Background: an optimization exercise with open tools, aiming at small area. Do not read the settings as production practice. The RTL was checked by simulation tests, not by an equivalence proof against the original design. Power is estimated from default activity; no workload was simulated.

**flow/design.v**
```verilog
package cache_pkg;
  typedef enum logic { REPL_LRU = 1'b0, REPL_PLRU = 1'b1 } repl_mode_e;
  typedef enum logic { INIT = 1'b0, RUN = 1'b1 } fsm_e;
  function automatic int way_w(input int assoc);
    way_w = $clog2(assoc);
  endfunction
  function automatic int off_w(input int block_size);
    off_w = $clog2(block_size);
  endfunction
  function automatic int idx_w(input int cache_size, input int block_size, input int assoc);
    idx_w = $clog2(cache_size / (block_size * assoc));
  endfunction
endpackage
module lru_blk (
  input  logic        clock,
  input  logic [15:0] we,      
  input  logic [7:0]  we_sh,   
  input  logic [12:0] wd,      
  input  logic [7:0]  wd_sh,   
  input  logic [15:0] rsel,    
  input  logic [7:0]  rsel_sh, 
  input  logic [15:0] vsel,    
  output logic [12:0] rd,
  output logic [7:0]  rd_sh,
  output logic [2:0]  vd
);
  logic [9:0]  mem_e [8];
  logic [12:0] mem_o [8];
  logic [7:0]  mem_s [8];
  always_ff @(posedge clock) begin
    for (int m = 0; m < 8; m++) begin
      if (we[2*m])   mem_e[m] <= wd[9:0];
      if (we[2*m+1]) mem_o[m] <= wd;
      if (we_sh[m])  mem_s[m] <= wd_sh;
    end
  end
  always_comb begin
    rd    = '0;
    rd_sh = '0;
    vd    = '0;
    for (int m = 0; m < 8; m++) begin
      rd    = rd | ({3'b0, mem_e[m]} & {13{rsel[2*m]}}) | (mem_o[m] & {13{rsel[2*m+1]}});
      rd_sh = rd_sh | (mem_s[m] & {8{rsel_sh[m]}});
      vd    = vd | (mem_e[m][2:0] & {3{vsel[2*m]}}) | (mem_o[m][2:0] & {3{vsel[2*m+1]}});
    end
  end
endmodule
module cache_repl_policy (
  input  logic [12:0] own,
  input  logic [7:0]  sh,
  input  logic        odd,
  input  logic [2:0]  way,
  output logic [12:0] own_n,
  output logic [7:0]  sh_n
);
  logic [2:0] d [8];
  logic [7:0] th [9];
  logic [2:0] nd [7];
  logic [7:0] at_r;      
  logic [7:0] lt, eq, ge;
  logic [3:0] pk;
  logic [2:0] sa1, sa2, sb2;
  logic [5:0] sr;
  logic [2:0] p1, p2, p3;
  always_comb begin
    sa1 = 3'(sh / 8'd36);
    sr  = 6'(sh % 8'd36);
    sa2 = 3'(sr / 6'd6);
    sb2 = 3'(sr % 6'd6);
    d[0] = own[2:0];
    d[1] = odd ? own[12:10] : sa1;
    d[2] = odd ? sb2 : sa2;
    if (own[4:3] == 2'b11) begin
      d[3] = 3'd4;
      d[5] = {1'b0, own[6:5]};
    end else begin
      d[3] = {1'b0, own[6:5]};
      d[5] = {1'b0, own[4:3]};
    end
    d[4] = {1'b0, own[8:7]};
    d[6] = {2'b0, own[9]};
    d[7] = 3'd0;
    for (int k = 0; k < 8; k++) th[0][k] = 3'(k) < way;
    for (int j = 0; j < 8; j++) begin
      for (int k = 0; k < 8; k++)
        th[j+1][k] = (3'(k) < d[j]) ? th[j][k] : (k < 7 ? th[j][k+1] : 1'b0);
      lt[j]   = th[j][d[j]];
      eq[j]   = !th[j][d[j]] && (d[j] == 3'd0 || th[j][d[j] - 3'd1]);
      ge[j]   = !lt[j];
      at_r[j] = eq[j] || (j > 0 && at_r[j-1]);
    end
    for (int i = 0; i < 7; i++) begin
      if (at_r[i]) nd[i] = d[i+1] + {2'b0, ge[i+1]};
      else         nd[i] = d[i];
    end
    if (nd[3] == 3'd4) pk = {nd[5][1:0], 2'b11};
    else               pk = {nd[3][1:0], nd[5][1:0]};
    own_n = {nd[1], nd[6][0], nd[4][1:0], pk, nd[0]};
    p1   = odd ? sa1 : nd[1];
    p2   = odd ? sa2 : nd[2];
    p3   = odd ? nd[2] : sb2;
    sh_n = 8'(p1 * 36 + p2 * 6 + p3);
  end
endmodule
module cache_repl8 (
  input  logic        clock,
  input  logic        rst,
  input  logic        upd_valid_i,
  input  logic [31:0] upd_addr_i,
  input  logic [2:0]  upd_way_i,
  input  logic        vic_req_i,
  input  logic [31:0] vic_addr_i,
  input  logic [7:0]  way_valid_i,
  output logic        vic_valid_o,
  output logic [2:0]  vic_way_o,
  output logic        init_busy_o
);
  logic        running;
  logic [12:0] blk_rd [16];
  logic [7:0]  blk_rs [16];
  logic [2:0]  blk_vd [16];
  logic [15:0] upd_hi, upd_lo;    
  logic [15:0] vic_hi, vic_lo;    
  logic [7:0]  upd_pr;            
  logic [12:0] rd_own, own_n, wr_own;
  logic [7:0]  rd_sh, sh_n, wr_sh;
  logic [2:0]  vic_lru, victim;
  logic        wr_en, upd_fwd, pair_fwd, vic_fwd;
  logic [15:0] p_hi, p_lo, p_hi_n, p_lo_n;
  logic        p_valid;
  logic [2:0]  p_way;
  logic [12:0] p_own;
  logic [7:0]  p_sh;
  logic [7:0]  p_pr;
  logic        p_odd;
  assign upd_hi = 16'd1 << upd_addr_i[11:8];
  assign upd_lo = 16'd1 << upd_addr_i[7:4];
  assign upd_pr = 8'd1 << upd_addr_i[7:5];
  assign vic_hi = 16'd1 << vic_addr_i[11:8];
  assign vic_lo = 16'd1 << vic_addr_i[7:4];
  always_ff @(posedge clock) begin
    if (rst)                                      init_busy_o <= 1'b1;
    else if (init_busy_o && p_hi[15] && p_lo[15]) init_busy_o <= 1'b0;
  end
  assign running = ~init_busy_o;
  always_ff @(posedge clock) begin
    if (rst) begin
      p_hi_n <= ~16'd1;
      p_lo_n <= ~16'd1;
    end else if (init_busy_o) begin
      p_lo_n <= {p_lo_n[14:0], p_lo_n[15]};
      if (p_lo[15]) p_hi_n <= {p_hi_n[14:0], p_hi_n[15]};
    end else begin
      p_hi_n <= ~upd_hi;
      p_lo_n <= ~upd_lo;
    end
  end
  assign p_hi = ~p_hi_n;
  assign p_lo = ~p_lo_n;
  always_comb begin
    for (int m = 0; m < 8; m++) p_pr[m] = p_lo[2*m] || p_lo[2*m+1];
  end
  assign p_odd = |(p_lo & 16'hAAAA);
  assign upd_fwd  = p_valid && |(p_hi & upd_hi) && |(p_lo & upd_lo);
  assign pair_fwd = p_valid && |(p_hi & upd_hi) && |(p_pr & upd_pr);
  assign vic_fwd = p_valid && |(p_hi & vic_hi) && |(p_lo & vic_lo);
  always_ff @(posedge clock) begin
    if (rst) p_valid <= 1'b0;
    else     p_valid <= running && upd_valid_i;
    p_way  <= upd_way_i;
    p_own  <= upd_fwd ? own_n : rd_own;
    p_sh   <= pair_fwd ? sh_n : rd_sh;
  end
  for (genvar g = 0; g < 16; g++) begin : g_blk
    logic [15:0] we, rsel, vsel;
    logic [7:0]  we_sh, rsel_sh, wd_sh;
    logic [12:0] wd;
    always_comb begin
      for (int k = 0; k < 16; k++) begin
        we[k]   = wr_en && p_hi[g] && p_lo[k];
        rsel[k] = upd_hi[g] && upd_lo[k];
        vsel[k] = vic_hi[g] && vic_lo[k];
      end
      for (int m = 0; m < 8; m++) begin
        we_sh[m]   = wr_en && p_hi[g] && p_pr[m];
        rsel_sh[m] = upd_hi[g] && upd_pr[m];
      end
      wd    = p_hi[g] ? wr_own : 13'd0;
      wd_sh = p_hi[g] ? wr_sh : 8'd0;
    end
    lru_blk u_blk (
      .clock   (clock),
      .we      (we),
      .we_sh   (we_sh),
      .wd      (wd),
      .wd_sh   (wd_sh),
      .rsel    (rsel),
      .rsel_sh (rsel_sh),
      .vsel    (vsel),
      .rd      (blk_rd[g]),
      .rd_sh   (blk_rs[g]),
      .vd      (blk_vd[g])
    );
  end
  always_comb begin
    rd_own  = '0;
    rd_sh   = '0;
    vic_lru = '0;
    for (int g = 0; g < 16; g++) begin
      rd_own  = rd_own | blk_rd[g];
      rd_sh   = rd_sh | blk_rs[g];
      vic_lru = vic_lru | blk_vd[g];
    end
  end
  cache_repl_policy u_upd (
    .own   (p_own),
    .sh    (p_sh),
    .odd   (p_odd),
    .way   (p_way),
    .own_n (own_n),
    .sh_n  (sh_n)
  );
  assign wr_en   = init_busy_o || p_valid;
  assign wr_own  = init_busy_o ? 13'd0 : own_n;
  assign wr_sh   = init_busy_o ? 8'd0 : sh_n;
  always_comb begin
    victim = vic_fwd ? own_n[2:0] : vic_lru;
    for (int w = 7; w >= 0; w--) begin
      if (!way_valid_i[w]) victim = 3'(w);
    end
  end
  always_ff @(posedge clock) begin
    if (rst) begin
      vic_valid_o <= 1'b0;
      vic_way_o   <= '0;
    end else begin
      vic_valid_o <= running && vic_req_i;
      if (running && vic_req_i) vic_way_o <= victim;
    end
  end
endmodule
```
**flow/run.sh**
```bash
#!/bin/bash
# synth_recipe.tcl (not shown) runs the flow's synth.tcl, then flattens the netlist and writes it again
# the make line also repeats each setting of config.mk as NAME=value (left out here)
make -C /OpenROAD-flow-scripts/flow DESIGN_CONFIG=/design/flow/config.mk WORK_HOME=/design/flow/orfs CLKGATE_MAP_FILE= SYNTH_SCRIPT=/design/flow/synth_recipe.tcl finish
```
**flow/config.mk**
```make
export PLATFORM = sky130hd
export DESIGN_NAME = cache_repl8
export DESIGN_NICKNAME = cache_repl8
export VERILOG_FILES = /design/flow/design.v
export SDC_FILE = /design/flow/constraint.sdc
export NUM_CORES = 4
export LEC_CHECK = 0
export CAP_MARGIN = 20
export CORE_MARGIN = 2
export CORE_UTILIZATION = 60
export CTS_BUF_LIST = sky130_fd_sc_hd__clkbuf_8
export CTS_CLUSTER_DIAMETER = 60
export CTS_CLUSTER_SIZE = 15
export GPL_TIMING_DRIVEN = 1
export PLACE_DENSITY = 0.7
export SLEW_MARGIN = 20
export SYNTH_HIERARCHICAL = 1
export SYNTH_MEMORY_MAX_BITS = 16384
```
**flow/constraint.sdc**
```tcl
create_clock -name core_clock -period 10.0 [get_ports {clock}]
set_input_delay 2.0000 -clock core_clock [delete_from_list [all_inputs] [get_ports {clock}]]
set_output_delay 2.0000 -clock core_clock [all_outputs]
set_load 0.01 [all_outputs]
```
==> impl_results.md, run 1 <==
* Status: no timing/DRC/antenna violations
* Crit Path Max Fanout at 21
* Routed length per instance at 39.61 um
* Register area share after synthesis at 75.79%
* CP required at 10.77 ns
* VDD IR max at 0.1591 mV
* Post-synth cell types at 97
* Tmin final at 9.083 ns
* Max-cap violations at 0
* Ys Warns at 19
* Avg Cell Area, Syn at 16.13 um^2
* RSZ-0062 raised after global routing: false
* Post-synthesis mux area share at 0.5277%
* DR vias/cell at 7.576
* Worst Setup Start Kind: flip-flop
* Commonest cells after routing, fill and taps aside: 3,968 x edfxtp_1, 927 x nor2_1, 818 x a221oi_1, 785 x a22o_1, 709 x a22oi_1
* Layout cells sized above 1 at 11.52%
* Flops & latches, synth at 4,030
* Io pins at 84
* Hold Crit Class: flip-flop to flip-flop
* Most frequent CP cell: ha_1
* Cells after synthesis at 9,847
* Rows at 188
* Initial core utilization at 60.46%
* Leakage at 49.52 nW
* Final WL at 536.5 mm
* Root buf cell: clkbuf_8
* Nets at 10,000
* Worst Setup SP: p_lo_n[3]$_SDFF_PP1_
* PD cells at 169.3 nW/um^2
* Post-synthesis adder-cell area fraction at 0.3591%
* Grt ovf at 0
* CP max-delay cell: dfxtp_4
* Tot GR Track Use at 39.03%
* Clock transition at the registers of the reported paths at 0.11 ns
* Critical path endpoint category: flip-flop
* Fraction of the mapped netlist area in simple logic gates at 6.463%
* Clock Sink Count at 4,030
* Vias in the first global route at 96,720
* Clock skew at 0.1076 ns
* Setup bufs post-CTS at 0
* Period utilization at 90.83%
* CTS buffer count at 319
* Die area at 268,900 um^2
* PostCTS Resize Cnt at 0
* Synth Net Count at 9,969
* Initial antenna violation count at 47
* CTS Hold Bufs at 0
* Post-synthesis cell area at 158,900 um^2
* H-tree depth at 5
* Commonest register cell after synthesis: edfxtp_1
* Min-delay src: vic_way_o[2]$_SDFFE_PP0P_
* XOR/XNOR Fraction of Synth Area at 0.08742%
* Worst hold path cell count at 2
* Reg2reg start: p_lo_n[3]$_SDFF_PP1_
* Maximum clock frequency at 0.1101 GHz
* Fin. max-slew vios at 0
* Peak per-stage delay on the critical path at 0.82 ns
* Core area at 262,700 um^2
* Number of flops mapped to enable cells by yosys at 3,968
* Worst slew pin tran at 1.308 ns
* DRC at 0
* Final Hold Vio Count at 0
* ANT nets after route at 0
* HPWL after DPL at 342.9 mm
* Main combinational cell family by area after synthesis: compound AO/OA/AOI/OAI gates
* Most common cell after layout, fill and taps aside: edfxtp_1
* Final weighted congestion in routability-driven placement at 0.9932
* Worst slew margin at 11.97%
* R2R depth at 29
* PortBufs at 35
* CP Class: flip-flop to flip-flop
* Die X at 518.6 um
* Synth Area in Compound Gates at 14.15%
* First-pass GRT wire length at 737.5 mm
* Worst EP arrival at 9.85 ns
* Setup violators final at 0
* Max Buffers Root-to-Sink at 4
* Die span in y at 518.6 um
* CTS tree: yes
* Largest net degree at the start of global routing at 83
* 1st-pass router iterations at 10
* Iter 0 DRT Violations at 17,200
* Area delta synth->final at 6.335%
* Power, Total at 0.02860 W
* Detailed-route via count at 102,600
* Worst-Skew Late Latency at 1.11 ns
* Setup TNS at 0 ns
* Ys async rst share at 0%
-- logic make-up after synthesis --
kind of cell	count (synthesis)
flops	4030
compound gates	2752
simple gates	2142
buf+inv	789
mux	75
fa+ha+maj	44
xor+xnor	15
-- worst paths after layout --
| kind | endpoint | slack (ns) |
|---|---|---|
| worst min-delay path | vic_way_o[2]$_SDFFE_PP0P_ | 0.47 |
| worst min register to register | vic_way_o[2]$_SDFFE_PP0P_ | 0.47 |
| worst max register to register | g_blk[11].u_blk.mem_s[6][5]$_DFFE_PP_ | 0.92 |
| worst max-delay path | g_blk[11].u_blk.mem_s[6][5]$_DFFE_PP_ | 0.92 |
-- state kept, by name, summed over array words and instances, names as in the netlist, 3 cells and up --
name and count:
g_blk.u_blk.mem_o 1664, p_way 3, g_blk.u_blk.mem_e 1280, p_hi_n 16
vic_way_o 3, g_blk.u_blk.mem_s 1024, p_lo_n 16, p_sh 8
p_own 13
-- per-module statistics from Yosys, one instance, submodules excluded --
module / cells inside / flops+latches / times used
cache_repl8: 2259 / 62 / 1
cache_repl_policy: 484 / 0 / 1
lru_blk: 444 / 248 / 16
-- layer usage --
| layer | global-route usage [%] | share of wire (%) | vias to the layer above |
|---|---|---|---|
| li1 | - | - | 40770 |
| met1 | 50.39 | 34 | 51440 |
| met2 | 57.37 | 44 | 8461 |
| met3 | 12.43 | 14 | 1915 |
| met4 | 25.14 | 7.9 | 28 |
| met5 | 0.3912 | 0.060 | - |
-- through the flow --
stage / hold WS [ns] / area [um^2] / util, % / instances / setup WS [ns]
detailed placement: 0.4570 / 163300 / 62.16 / 13060 / 1.259
global placement: 0.4453 / 163200 / 62.11 / 13050 / 1.223
CTS: 0.4691 / 168400 / 64.10 / 13470 / 1.165
floorplan: 0.4761 / 158900 / - / 9847 / 3.049
global route: 0.4889 / 168800 / 64.25 / 13500 / 0.4464
finish: 0.4650 / 168900 / 64.29 / 13550 / 0.9172
-- area by class of cell --
cell class	instances	area [um^2]
inverter	49	183.9
sequential	4030	120500
antenna	61	152.6
timing repair buffer	450	3530
fill	18580	93820
clock inverter	91	686.9
tap	3515	4398
clock buffer	321	4418
multi-input combinational	5028	35100
-- worst max-delay path: cells and delay by family (launching register included) --
family          cells  cell delay [ns]
mux                 1             0.25
simple gates        6             1.96
flops               1             0.82
xor+xnor            1             0.19
fa+ha+maj           7             2.08
buf+inv             5             1.10
compound gates      9             2.32
-- Yosys cell counts, drive strengths merged, types with 5 or more instances --
library cell / count / area share (%)
a211oi: 18 / 0.088
a21o: 8 / 0.038
a21oi: 179 / 0.57
a221oi: 834 / 4.7
a22o: 833 / 4.6
a22oi: 709 / 3.4
a31oi: 12 / 0.051
and2: 43 / 0.17
and3: 104 / 0.41
buf: 290 / 1.5
clkbuf: 450 / 1.1
dfxtp: 62 / 0.78
edfxtp: 3968 / 75
ha: 40 / 0.32
inv: 49 / 0.12
mux2: 27 / 0.19
mux2i: 45 / 0.29
nand2: 155 / 0.37
nand2b: 19 / 0.075
nand3: 29 / 0.10
nand4: 412 / 1.6
nor2: 1048 / 2.5
nor2b: 28 / 0.11
nor3: 144 / 0.45
nor3b: 9 / 0.046
nor4: 102 / 0.40
o211ai: 9 / 0.060
o21a: 5 / 0.024
o21ai: 52 / 0.16
o221ai: 6 / 0.041
o22ai: 28 / 0.11
o31a: 7 / 0.044
o31ai: 5 / 0.027
or2: 23 / 0.091
or3: 7 / 0.028
xnor2: 11 / 0.065
-- where the power goes --
part           internal [W]  total [W]  switching (W)
Combinational      0.000654    0.00193        0.00127
Sequential           0.0183     0.0183      0.0000624
Clock               0.00313    0.00835        0.00522
==> run 2, diff against run 1 <==
--- a/flow/config.mk
+++ b/flow/config.mk
@@ -7,12 +7,12 @@
 export LEC_CHECK = 0
 export CAP_MARGIN = 20
 export CORE_MARGIN = 2
-export CORE_UTILIZATION = 60
+export CORE_UTILIZATION = 50
 export CTS_BUF_LIST = sky130_fd_sc_hd__clkbuf_8
 export CTS_CLUSTER_DIAMETER = 60
 export CTS_CLUSTER_SIZE = 15
 export GPL_TIMING_DRIVEN = 1
-export PLACE_DENSITY = 0.7
+export PLACE_DENSITY = 0.6
 export SLEW_MARGIN = 20
 export SYNTH_HIERARCHICAL = 1
 export SYNTH_MEMORY_MAX_BITS = 16384
==> run 2 against run 1 <==
  * Global-route usage decreased by 5.5 points
  * Still clean on timing, DRC and antenna
  * Clock skew grew 0.0047 ns
  * Count of clock-buffer cells in the layout increased by 29
==> impl_results.md, run 2 <==
* Detailed-route via count at 101,900 (was 102,600)
* Period utilization at 95.26% (was 90.83%)
* CP max-delay cell: dfxtp_4 (unchanged)
* Gr busiest metal: met2 (unchanged)
* Clock transition at the registers of the reported paths at 0.10 ns (was 0.11 ns)
* Final hold slack at 0.4740 ns (was 0.4650 ns)
* DR vias/cell at 7.138 (was 7.576)
* Post-synthesis cell area at 158,900 um^2 (unchanged)
* Worst EP arrival at 10.31 ns (was 9.85 ns)
* CTS Hold Bufs at 0 (unchanged)
* Die span in y at 567.7 um (was 518.6 um)
* Worst Setup Start Kind: flip-flop (unchanged)
* DRC at 0 (unchanged)
* Iter 0 DRT Violations at 16,140 (was 17,200)
* Tot GR Track Use at 33.49% (was 39.03%)
* Largest register FFs at 1,664 (unchanged)
* Worst slew margin at 10.63% (was 11.97%)
* Post-synth top cells: 3,968 x edfxtp_1, 1,048 x nor2_1, 818 x a221oi_1 (unchanged)
* Register area share after synthesis at 75.79% (unchanged)
* Most frequent cell after synthesis: edfxtp_1 (unchanged)
* Critical path endpoint category: flip-flop (unchanged)
* Cells after synthesis at 9,847 (unchanged)
* Crit Path Max Fanout at 21 (unchanged)
* Synth Net Count at 9,969 (unchanged)
* Fin util at 54.15% (was 64.29%)
* Setup violators final at 0 (unchanged)
* Most flops, register: g_blk.u_blk.mem_o (unchanged)
* Final weighted congestion in routability-driven placement at 0.9746 (was 0.9932)
* Initial antenna violation count at 54 (was 47)
* Design area at 170,800 um^2 (was 168,900 um^2)
* Rows at 206 (was 188)
* Clock Sink Count at 4,030 (unchanged)
* Max Buffers Root-to-Sink at 4 (unchanged)
* Top-area cell type share of the netlist area at 75.00% (unchanged)
* Commonest register cell after synthesis: edfxtp_1 (unchanged)
* Avg Cell Area, Syn at 16.13 um^2 (unchanged)
* Die X at 567.7 um (was 518.6 um)
* Routing usage on met3 at 10.03% (was 12.43%)
* DP Area at 164,100 um^2 (was 163,300 um^2)
* CTS buffer count at 342 (was 319)
* Final WL at 553.5 mm (was 536.5 mm)
* H-tree depth at 5 (unchanged)
* M1 GR Usage at 43.87% (was 50.39%)
* Nets at 10,020 (was 10,000)
* VDD IR max at 0.1673 mV (was 0.1591 mV)
* Post-synth cell types at 97 (unchanged)
* GR Layer Usage met2 at 51.06% (was 57.37%)
* Maximum clock frequency at 0.1050 GHz (was 0.1101 GHz)
* Final Worst Setup Slack at 0.4744 ns (was 0.9172 ns)
* Root buf cell: clkbuf_8 (unchanged)
* Setup TNS at 0 ns (unchanged)
* Leakage at 49.91 nW (was 49.52 nW)
* PostCTS Resize Cnt at 0 (unchanged)
* Setup bufs post-CTS at 0 (unchanged)
* Most common cell after layout, fill and taps aside: edfxtp_1 (unchanged)
* Ys async rst share at 0% (unchanged)
* ANT nets after route at 0 (unchanged)
* CTS tree: yes (unchanged)
* HPWL after DPL at 358.8 mm (was 342.9 mm)
* 1st-pass router iterations at 7 (was 10)
* Regs by FF count: g_blk.u_blk.mem_o: 1664 flops, g_blk.u_blk.mem_e: 1280 flops, g_blk.u_blk.mem_s: 1024 flops (unchanged)
* Tmin final at 9.526 ns (was 9.083 ns)
* Fin. max-slew vios at 0 (unchanged)
* Io pins at 84 (unchanged)
* Hold Crit Class: flip-flop to flip-flop (unchanged)
* Vias in the first global route at 96,490 (was 96,720)
* Dpl ws at 0.8602 ns (was 1.259 ns)
* Max-cap violations at 0 (unchanged)
* Area delta synth->final at 7.538% (was 6.335%)
* Ys Warns at 19 (unchanged)
* Peak per-stage delay on the critical path at 0.77 ns (was 0.82 ns)
* Final Hold Vio Count at 0 (unchanged)
* Core area at 315,500 um^2 (was 262,700 um^2)
* Commonest cells after routing, fill and taps aside: 3,968 x edfxtp_1, 910 x nor2_1, 818 x a221oi_1, 785 x a22o_1, 709 x a22oi_1 (was 3,968 x edfxtp_1, 927 x nor2_1, 818 x a221oi_1, 785 x a22o_1, 709 x a22oi_1)
* Status: no timing/DRC/antenna violations (unchanged)
* Largest area contributor in the netlist: edfxtp_1 (unchanged)
* Flops & latches, synth at 4,030 (unchanged)
* RSZ-0062 raised after global routing: false (unchanged)
* Number of flops mapped to enable cells by yosys at 3,968 (unchanged)
* PD cells at 172.7 nW/um^2 (was 169.3 nW/um^2)
* Largest cells by area after synthesis: edfxtp_1 75%, a221oi_1 4.5%, a22o_1 4.3% (unchanged)
* Die area at 322,200 um^2 (was 268,900 um^2)
* CP Class: flip-flop to flip-flop (unchanged)
* Worst slew pin tran at 1.328 ns (was 1.308 ns)
* Largest net degree at the start of global routing at 96 (was 83)
* PortBufs at 35 (unchanged)
* First-pass GRT wire length at 756.9 mm (was 737.5 mm)
* CP required at 10.78 ns (was 10.77 ns)
* Layout cells sized above 1 at 12.60% (was 11.52%)
* Routed length per instance at 38.77 um (was 39.61 um)
* Grt ovf at 0 (unchanged)
* Initial core utilization at 50.36% (was 60.46%)
* Worst-Skew Late Latency at 1.15 ns (was 1.11 ns)
* Clock skew at 0.1123 ns (was 0.1076 ns)
[run 2: logic make-up after synthesis]
group	Yosys count	synth area share [%]
multiplexers	75	0.5277
AO/OA/AOI/OAI	2752	14.15
adder cells (fa/ha/maj)	44	0.3591
flip-flops	4030	75.79
XOR/XNOR	15	0.08742
AND/OR/NAND/NOR	2142	6.463
buffers and inverters	789	2.630
[run 2: layout make-up]
class	instances	area [um^2]
Clock buffer	350	4817
Antenna cell	56	140.1
Tap cell	4160	5205
Fill cell	25140	144600
Multi-Input combinational cell	5028	35200
Sequential cell	4030	120500
Timing Repair Buffer	443	3426
Clock inverter	160	1408
Inverter	49	183.9
[run 2: critical path: cells and delay by family (launching register included)]
family                   cells  cell delay [ns]
multiplexers                 1             0.26
AO/OA/AOI/OAI               11             2.68
buffers and inverters        5             1.15
XOR/XNOR                     1             0.18
AND/OR/NAND/NOR              6             1.98
flip-flops                   1             0.77
adder cells (fa/ha/maj)      7             2.08
[run 2: per-stage QoR]
stage | total power, W | cells
after floorplan | 0.01989 | 9847
after global placement | 0.02061 | 13690
after detailed placement | 0.02058 | 13690
after CTS | 0.02956 | 14200
after global routing | 0.03037 | 14240
final | 0.02951 | 14280
[run 2: routing by layer]
metal	up-vias	share of wire, %
met1	51950	37
met3	1483	13
met5	-	0.016
li1	40910	-
met4	14	5.5
met2	7553	45
[run 2: power by group]
part	switching [W]	internal (W)	total [W]
combinational	0.00128	0.000664	0.00194
sequential	0.0000665	0.0183	0.0183
clock	0.00557	0.00367	0.00924
[run 2: worst paths after layout]
check / from / endpoint / slack [ns] / depth (start not counted)
worst max-delay path: p_lo_n[1]$_SDFF_PP1_ / g_blk[8].u_blk.mem_s[4][7]$_DFFE_PP_ / 0.47 / 31
worst min-delay path: vic_way_o[2]$_SDFFE_PP0P_ / vic_way_o[2]$_SDFFE_PP0P_ / 0.47 / 2
worst min register to register: vic_way_o[2]$_SDFFE_PP0P_ / vic_way_o[2]$_SDFFE_PP0P_ / 0.47 / 2
worst max register to register: p_lo_n[1]$_SDFF_PP1_ / g_blk[8].u_blk.mem_s[4][7]$_DFFE_PP_ / 0.47 / 31
[run 2: per-module statistics from Yosys, one instance, submodules excluded]
| module | area [um^2] | times used | cells |
|---|---|---|---|
| cache_repl8 | 11360 | 1 | 2259 |
| cache_repl_policy | 3363 | 1 | 484 |
| lru_blk | 9009 | 16 | 444 |
==> run 3, diff against run 2 <==
==> flow/config.mk (replaced) <==
export PLATFORM = sky130hd
export DESIGN_NAME = cache_repl8
export DESIGN_NICKNAME = cache_repl8
export VERILOG_FILES = /design/flow/design.v
export SDC_FILE = /design/flow/constraint.sdc
export NUM_CORES = 4
export LEC_CHECK = 0
export CAP_MARGIN = 15
export CORE_MARGIN = 2
export CORE_UTILIZATION = 55
export CTS_BUF_LIST = sky130_fd_sc_hd__clkbuf_8
export CTS_CLUSTER_DIAMETER = 80
export CTS_CLUSTER_SIZE = 16
export GPL_TIMING_DRIVEN = 1
export PLACE_DENSITY = 0.65
export SLEW_MARGIN = 15
export SYNTH_HIERARCHICAL = 1
export SYNTH_MEMORY_MAX_BITS = 16384
==> run 3 against run 2 <==
  * Synthesized cell count stayed put
  * Area after synthesis stayed put
  * Sequential cell count stayed put
  * Critical endpoint is now g_blk[9].u_blk.mem_s[2][7]$_DFFE_PP_
  * Die area is 9.0% lower
  * Worst setup slack better by 0.44 ns
==> impl_results.md, run 3 <==
* CTS Hold Bufs at 0 (unchanged)
* Worst slew pin tran at 1.358 ns (was 1.328 ns)
* VDD IR max at 0.1841 mV (was 0.1673 mV)
* Flops & latches, synth at 4,030 (unchanged)
* Final weighted congestion in routability-driven placement at 0.9991 (was 0.9746)
* Largest cells by area after synthesis: edfxtp_1 75%, a221oi_1 4.5%, a22o_1 4.3% (unchanged)
* Root buf cell: clkbuf_8 (unchanged)
* Leakage at 49.08 nW (was 49.91 nW)
* Number of fill cells at 21,410 (was 25,140)
* Worst Setup Start Kind: flip-flop (unchanged)
* Post-synth top cells: 3,968 x edfxtp_1, 1,048 x nor2_1, 818 x a221oi_1 (unchanged)
* Nets at 9,930 (was 10,020)
* Clock skew at 0.09435 ns (was 0.1123 ns)
* Ys async rst share at 0% (unchanged)
* PD cells at 167.4 nW/um^2 (was 172.7 nW/um^2)
* Setup bufs post-CTS at 0 (unchanged)
* Worst-Skew Late Latency at 1.11 ns (was 1.15 ns)
* PostCTS Resize Cnt at 0 (unchanged)
* Number of flops mapped to enable cells by yosys at 3,968 (unchanged)
* Setup violators final at 0 (unchanged)
* Vias in the first global route at 95,630 (was 96,490)
* Regs by FF count: g_blk.u_blk.mem_o: 1664 flops, g_blk.u_blk.mem_e: 1280 flops, g_blk.u_blk.mem_s: 1024 flops (unchanged)
* Register area share after synthesis at 75.79% (unchanged)
* Crit Path Max Fanout at 21 (unchanged)
* Most frequent cell after synthesis: edfxtp_1 (unchanged)
* Most flops, register: g_blk.u_blk.mem_o (unchanged)
* Commonest cells after routing, fill and taps aside: 3,968 x edfxtp_1, 971 x nor2_1, 818 x a221oi_1, 785 x a22o_1, 709 x a22oi_1 (was 3,968 x edfxtp_1, 910 x nor2_1, 818 x a221oi_1, 785 x a22o_1, 709 x a22oi_1)
* CTS tree: yes (unchanged)
* Top-area cell type share of the netlist area at 75.00% (unchanged)
* Post-synthesis cell area at 158,900 um^2 (unchanged)
* DR vias/cell at 7.445 (was 7.138)
* R2R depth at 31 (unchanged)
* ANT nets after route at 0 (unchanged)
* Most common cell after layout, fill and taps aside: edfxtp_1 (unchanged)
* Reg2reg start: p_lo_n[5]$_SDFF_PP1_ (was p_lo_n[1]$_SDFF_PP1_)
* Largest register FFs at 1,664 (unchanged)
* Worst Setup SP: p_lo_n[5]$_SDFF_PP1_ (was p_lo_n[1]$_SDFF_PP1_)
* Final Hold Vio Count at 0 (unchanged)
* Avg Cell Area, Syn at 16.13 um^2 (unchanged)
* PortBufs at 35 (unchanged)
* Maximum clock frequency at 0.1101 GHz (was 0.1050 GHz)
* Status: no timing/DRC/antenna violations (unchanged)
* Commonest register cell after synthesis: edfxtp_1 (unchanged)
* Iter 0 DRT Violations at 17,650 (was 16,140)
* Ys Warns at 19 (unchanged)
* Critical path endpoint category: flip-flop (unchanged)
* Rows at 197 (was 206)
* Layout cells sized above 1 at 10.42% (was 12.60%)
* First-pass GRT wire length at 728.1 mm (was 756.9 mm)
* Die X at 541.4 um (was 567.7 um)
* Hold EP: vic_way_o[2]$_SDFFE_PP0P_ (unchanged)
* Die span in y at 541.4 um (was 567.7 um)
* Peak per-stage delay on the critical path at 0.77 ns (about the same)
* Area delta synth->final at 5.985% (was 7.538%)
* CTS buffer count at 292 (was 342)
* Io pins at 84 (unchanged)
* Tmin final at 9.084 ns (was 9.526 ns)
* Clock Sink Count at 4,030 (unchanged)
* RSZ-0062 raised after global routing: false (unchanged)
* Final WL at 531.3 mm (was 553.5 mm)
* Fin util at 58.53% (was 54.15%)
* Cells after synthesis at 9,847 (unchanged)
* Hold Crit Class: flip-flop to flip-flop (unchanged)
* Max Buffers Root-to-Sink at 4 (unchanged)
* Period utilization at 90.84% (was 95.26%)
* Core area at 287,700 um^2 (was 315,500 um^2)
* DRC at 0 (unchanged)
* 1st-pass router iterations at 10 (was 7)
* Grt ovf at 0 (unchanged)
* Fin. max-slew vios at 0 (unchanged)
* Worst slew margin at 8.615% (was 10.63%)
* Detailed-route via count at 102,400 (was 101,900)
* Reg2reg end: g_blk[9].u_blk.mem_s[2][7]$_DFFE_PP_ (was g_blk[8].u_blk.mem_s[4][7]$_DFFE_PP_)
* HPWL after DPL at 339.4 mm (was 358.8 mm)
* Initial antenna violation count at 57 (was 54)
* Worst EP arrival at 9.94 ns (was 10.31 ns)
* CP required at 10.85 ns (was 10.78 ns)
* Initial core utilization at 55.23% (was 50.36%)
* CP max-delay cell: dfxtp_4 (unchanged)
* Setup TNS at 0 ns (unchanged)
* Max-cap violations at 0 (unchanged)
* Power, Total at 0.02819 W (was 0.02951 W)
* Worst hold path cell count at 2 (unchanged)
* H-tree depth at 5 (unchanged)
* Min-delay src: vic_way_o[2]$_SDFFE_PP0P_ (unchanged)
* Clock transition at the registers of the reported paths at 0.11 ns (was 0.10 ns)
* CP Class: flip-flop to flip-flop (unchanged)
* Worst R2R Setup Slack at 0.92 ns (was 0.47 ns)
* Die area at 293,200 um^2 (was 322,200 um^2)
* Synth Net Count at 9,969 (unchanged)
* Tot GR Track Use at 35.43% (was 33.49%)
* Post-synth cell types at 97 (unchanged)
* Largest net degree at the start of global routing at 81 (was 96)
* Largest area contributor in the netlist: edfxtp_1 (unchanged)
* Routed length per instance at 38.64 um (was 38.77 um)
-- run 3: routing by layer --
layer,vias up,track usage (%),wire length (um)
met2,8286,51.93,232100
met3,1873,12.03,74720
met4,31,19.22,34960
met1,51500,46.72,189200
met5,-,0.2630,322
li1,40670,-,-
-- run 3: how the worst max path moves through the flow --
stage                                                        to  slack [ns]  cells past startpoint
after detailed placement  g_blk[15].u_blk.mem_s[5][7]$_DFFE_PP_        1.25                     31
after floorplan            g_blk[8].u_blk.mem_s[0][7]$_DFFE_PP_        3.05                     33
after global placement     g_blk[9].u_blk.mem_s[2][7]$_DFFE_PP_        1.25                     31
after global routing      g_blk[10].u_blk.mem_s[4][7]$_DFFE_PP_        0.68                     31
after CTS                 g_blk[15].u_blk.mem_s[2][7]$_DFFE_PP_        1.18                     31
final                      g_blk[9].u_blk.mem_s[2][7]$_DFFE_PP_        0.92                     31
-- run 3: area by class of cell --
type | instances | area (um^2) | area share, %
Multi-Input combinational cell | 5028 | 35050 | 20.82
Timing Repair Buffer | 407 | 3171 | 1.883
Sequential cell | 4030 | 120500 | 71.54
Inverter | 49 | 183.9 | 0.1092
Clock inverter | 76 | 480.5 | 0.2854
Clock buffer | 297 | 4088 | 2.428
Tap cell | 3781 | 4731 | 2.810
Antenna cell | 82 | 205.2 | 0.1219
-- run 3: cell families after synthesis --
kind of cell               Yosys count  synth area share (%)
AOI/OAI and AO/OA                 2752                 14.15
xor gates and xnor gates            15               0.08742
adders and majority gates           44                0.3591
buffers and inverters              789                 2.630
DFF                               4030                 75.79
muxes                               75                0.5277
and+or+nand+nor                   2142                 6.463
-- run 3: worst max-delay path, delay by kind of cell, from the launching register on --
family,cells,cell delay (ns)
DFF,1,0.77
adders and majority gates,7,2.07
AOI/OAI and AO/OA,11,2.61
buffers and inverters,5,0.94
muxes,1,0.26
and+or+nand+nor,6,2.01
xor gates and xnor gates,1,0.15
-- run 3: per-module statistics from Yosys, one instance, submodules excluded --
module,cell area [um^2],cells
cache_repl_policy,3363,484
cache_repl8,11360,2259
lru_blk,9009,444
-- run 3: report_power, final --
group	internal, W	total, W	leakage, nW	switching [W]
clock	0.00276	0.00794	2.51	0.00518
combinational	0.000654	0.00193	12.3	0.00128
sequential	0.0183	0.0183	34.3	0.0000660
total	0.0217	0.0282	49.1	0.00652
-- run 3: per-stage QoR --
stage	hold WS [ns]	instance area, um^2	worst slack (ns)	instances
after floorplan	0.4761	158900	3.049	9847
after detailed placement	0.4501	163400	1.255	13290
after global routing	0.4936	168200	0.6799	13690
final	0.4628	168400	0.9156	13750
after CTS	0.4642	167900	1.183	13660
after global placement	0.4407	163300	1.254	13280

==> afterwards: timing with drivers on the ports <==
Ports are ideal in the flow. The routed layouts listed here were re-timed in OpenROAD. Step 1: set_driving_cell puts a clkbuf_16 on clock and a buf_2 on each other input, an assumption about the parent block. Step 2 moves the port delays by t, midway between the first and last clock arrival at a register: inputs arrive t later, outputs are due t later. That takes back most of the time a late clock gives input paths. Slacks: ideal ports / drivers / drivers and shift; pairs: ideal ports / drivers.
run | t, ns | slack for setup (ns) | hold WS [ns] | worst setup path after step 2 | cell pins on the clock port's net
run 1 | 1.156 | 0.917 / 0.917 / 0.917 | 0.465 / 0.465 / 0.465 | register to register | 1
run 2 | 1.210 | 0.474 / 0.474 / 0.474 | 0.474 / 0.474 / 0.474 | register to register | 1
run 3 | 1.176 | 0.916 / 0.916 / 0.916 | 0.463 / 0.463 / 0.463 | register to register | 1
After both steps setup and hold are still met in every run listed.
